Background: an optimization exercise with open tools, aiming at small area, a short achievable clock period and few clock cycles per item. Do not read the settings as production practice.
In this exercise RTL edits were held to simulation tests only and were not proved equivalent to the original.
Power figures rest on the tool's default switching activity, not on a simulated workload.

## v6
// poly_actor
module poly_actor
(
    input  logic                            clk,
    input  logic                            rst,
    input  logic                            cmd_req,
    input  poly_pkg::cmd_word_t             cmd_data,
    output logic                            cmd_ack,
    input  logic                            data_req,
    input  logic [poly_pkg::word_size-1:0]  data_in,
    output logic                            data_ack,
    output logic                            out_req,
    output poly_pkg::out_token_t            out_token,
    input  logic                            out_ack
);
clock: 8.5 ns
lec_check: 0
abc_area: 1
abc_clock_period_in_ps: 3500
cap_margin: 30
core_margin: 2
core_utilization: 35
place_density: 0.45
setup_slack_margin: 5
slew_margin: 40
synth_memory_max_bits: 8192
run.sh (not shown) runs the stock make flow with config.mk's settings and CLKGATE_MAP_FILE= SYNTH_SCRIPT=/design/flow/synth_recipe.tcl, a recipe that flattens the netlist after the stock synthesis.
Complete run, failing final checks: v6, reason antenna rules.
Testbench counts of v6, summed over its fixed seeds: cycles 11,494, items 3,097.
[inputs] v33 vs v6
- TNS_END_PERCENT newly set to 5
- PLACE_DENSITY changed from 0.45 to 0.6
- CORE_UTILIZATION changed from 35 to 50
- ABC_AREA removed (was 1)
==> comparison <==
- Comparing v6 and v33, the one run not ending clean was v6.
- On sequential share of layout area: between v6 and v33, it ends up higher for v33.
- Taking v6 over v33, the internal portion of total power ratio works out to 1.3.
- Minimum setup slack in the final design ends up higher on v6.
- Compared with v6, total power in v33 decreased by more than a quarter.
- The higher total non-filler cell area in the finished layout came out of v6.
- Between v6 and v33, the flow reports wire length decreasing by more than 10%.
Modified inputs, v5 compared to v33
- PLACE_DENSITY now 0.45, was 0.6
- TNS_END_PERCENT no longer set, was 5
- CORE_UTILIZATION now 35, was 50
--- outcome ---
v5 against v33: count of standard-cell rows rose 49, final critical-path required period fell by 95 ps, overall track demand over capacity in global routing decreased by 6.1 points relative to the old numbers.
Comparing v5 and v33, the lower clock power was measured on v33.
Die width, v5 vs v33: up by more than 10%
The wire length of v5 exceeds that of v33 by 73 mm.


Starting RTL as in the previous note.
Design poly_actor, start of the top module:
module poly_actor
(
    input  logic                            clk,
    input  logic                            rst,
    input  logic                            cmd_req,
    input  poly_pkg::cmd_word_t             cmd_data,
    output logic                            cmd_ack,
    input  logic                            data_req,
    input  logic [poly_pkg::word_size-1:0]  data_in,
    output logic                            data_ack,
    output logic                            out_req,
    output poly_pkg::out_token_t            out_token,
    input  logic                            out_ack
);
clock: 8.5 ns
lec_check: 0
abc_clock_period_in_ps: 3500
cap_margin: 30
core_margin: 2
core_utilization: 35
cts_cluster_diameter: 80
cts_cluster_size: 20
place_density: 0.45
setup_slack_margin: 5
slew_margin: 40
synth_memory_max_bits: 8192
Testbench counts at the start, summed over its fixed seeds: cycles 11,494, items 3,097.
Next try:
ABC_AREA = 1   (was default)
CTS_CLUSTER_DIAMETER = 90   (was 80)
CTS_CLUSTER_SIZE = 24   (was 20)
Effect: Via count rose by a quarter to a third; worst hold slack improved by 0.013 ns; setup slack gets better by 0.081 ns; die area stays flat; final cell count rises by a quarter to a third.
Next try:
CTS_CLUSTER_DIAMETER = 80   (was 90)
CTS_CLUSTER_SIZE = 20   (was 24)
=>
- flip-flop and latch count is unchanged
- power rises by 1.9%
- count of clock-buffer cells in the layout rises by 97
- cell count rises by 0.31%


== the reference run ==
poly_actor, a different RTL version from the one above (not shown whole).
For scale: roughly 15000 cells after synthesis.
make LEC_CHECK=0 ABC_CLOCK_PERIOD_IN_PS=3800 CAP_MARGIN=30 CORE_MARGIN=2 CORE_UTILIZATION=35 PLACE_DENSITY=0.45 SETUP_SLACK_MARGIN=4.6 SLEW_MARGIN=40 SYNTH_MEMORY_MAX_BITS=8192 finish   # period 8.5 ns
Testbench counts of the reference run, summed over its fixed seeds: cycles 13,476, items 3,097.
## Diff of input files: the trial run against the reference run
Settings: a deleted ABC_CLOCK_PERIOD_IN_PS that had been 3800; a deleted SETUP_SLACK_MARGIN that had been 4.6.
[summary]
Compared with the reference run, the trial run shows a met3 track utilization from global routing that is 0.16 points higher. Min global routing met1 resource utilization across the trial run and the reference run: the trial run. The trial run: synthesis-to-layout area growth lower than the reference run.

==> re-timing with driven ports <==
In the flow no input, the clock included, has a driving cell. The finished layouts below were timed again as built, in two steps. Step 1 sets driving cells, clkbuf_16 on the clock port and buf_2 on the other inputs (assumed; they add their load-dependent delay and slew). Step 2 adds t to the input delays and takes it off the output delays; t is the mean of the earliest and latest rising clock arrival at the registers after step 1. Input paths then give back, and output paths get back, about the clock's delay inside the block. Slacks: ideal / step 1 / step 2; pairs: ideal / step 1.
run	shift t [ns]	setup WS [ns]	worst hold slack (ns)	worst data-port slew with drivers (ns)	pins driven straight from the clock port
v6	1.229	5.064 / 4.963 / 4.566	0.271 / 0.271 / 0.271	0.05	1
v33	1.184	4.843 / 4.726 / 4.779	0.288 / 0.288 / 0.288	0.07	1
v5	1.206	4.938 / 4.813 / 4.580	0.277 / 0.277 / 0.277	0.06	1
the first run of note 2	1.137	4.987 / 4.856 / 4.586	0.273 / 0.273 / 0.273	0.07	1
the second run of note 2	1.174	5.067 / 4.966 / 4.614	0.287 / 0.286 / 0.286	0.05	1
the third run of note 2	1.180	5.057 / 4.955 / 4.684	0.282 / 0.282 / 0.282	0.05	1
the reference run	1.208	4.258 / 4.258 / 4.258	0.297 / 0.297 / 0.297	0.09	1
the trial run	1.196	3.274 / 3.274 / 3.274	0.264 / 0.264 / 0.264	0.10	1
For v6, which loses most, drivers alone change the setup slack by -0.101 ns; drivers and shift together by -0.498 ns.
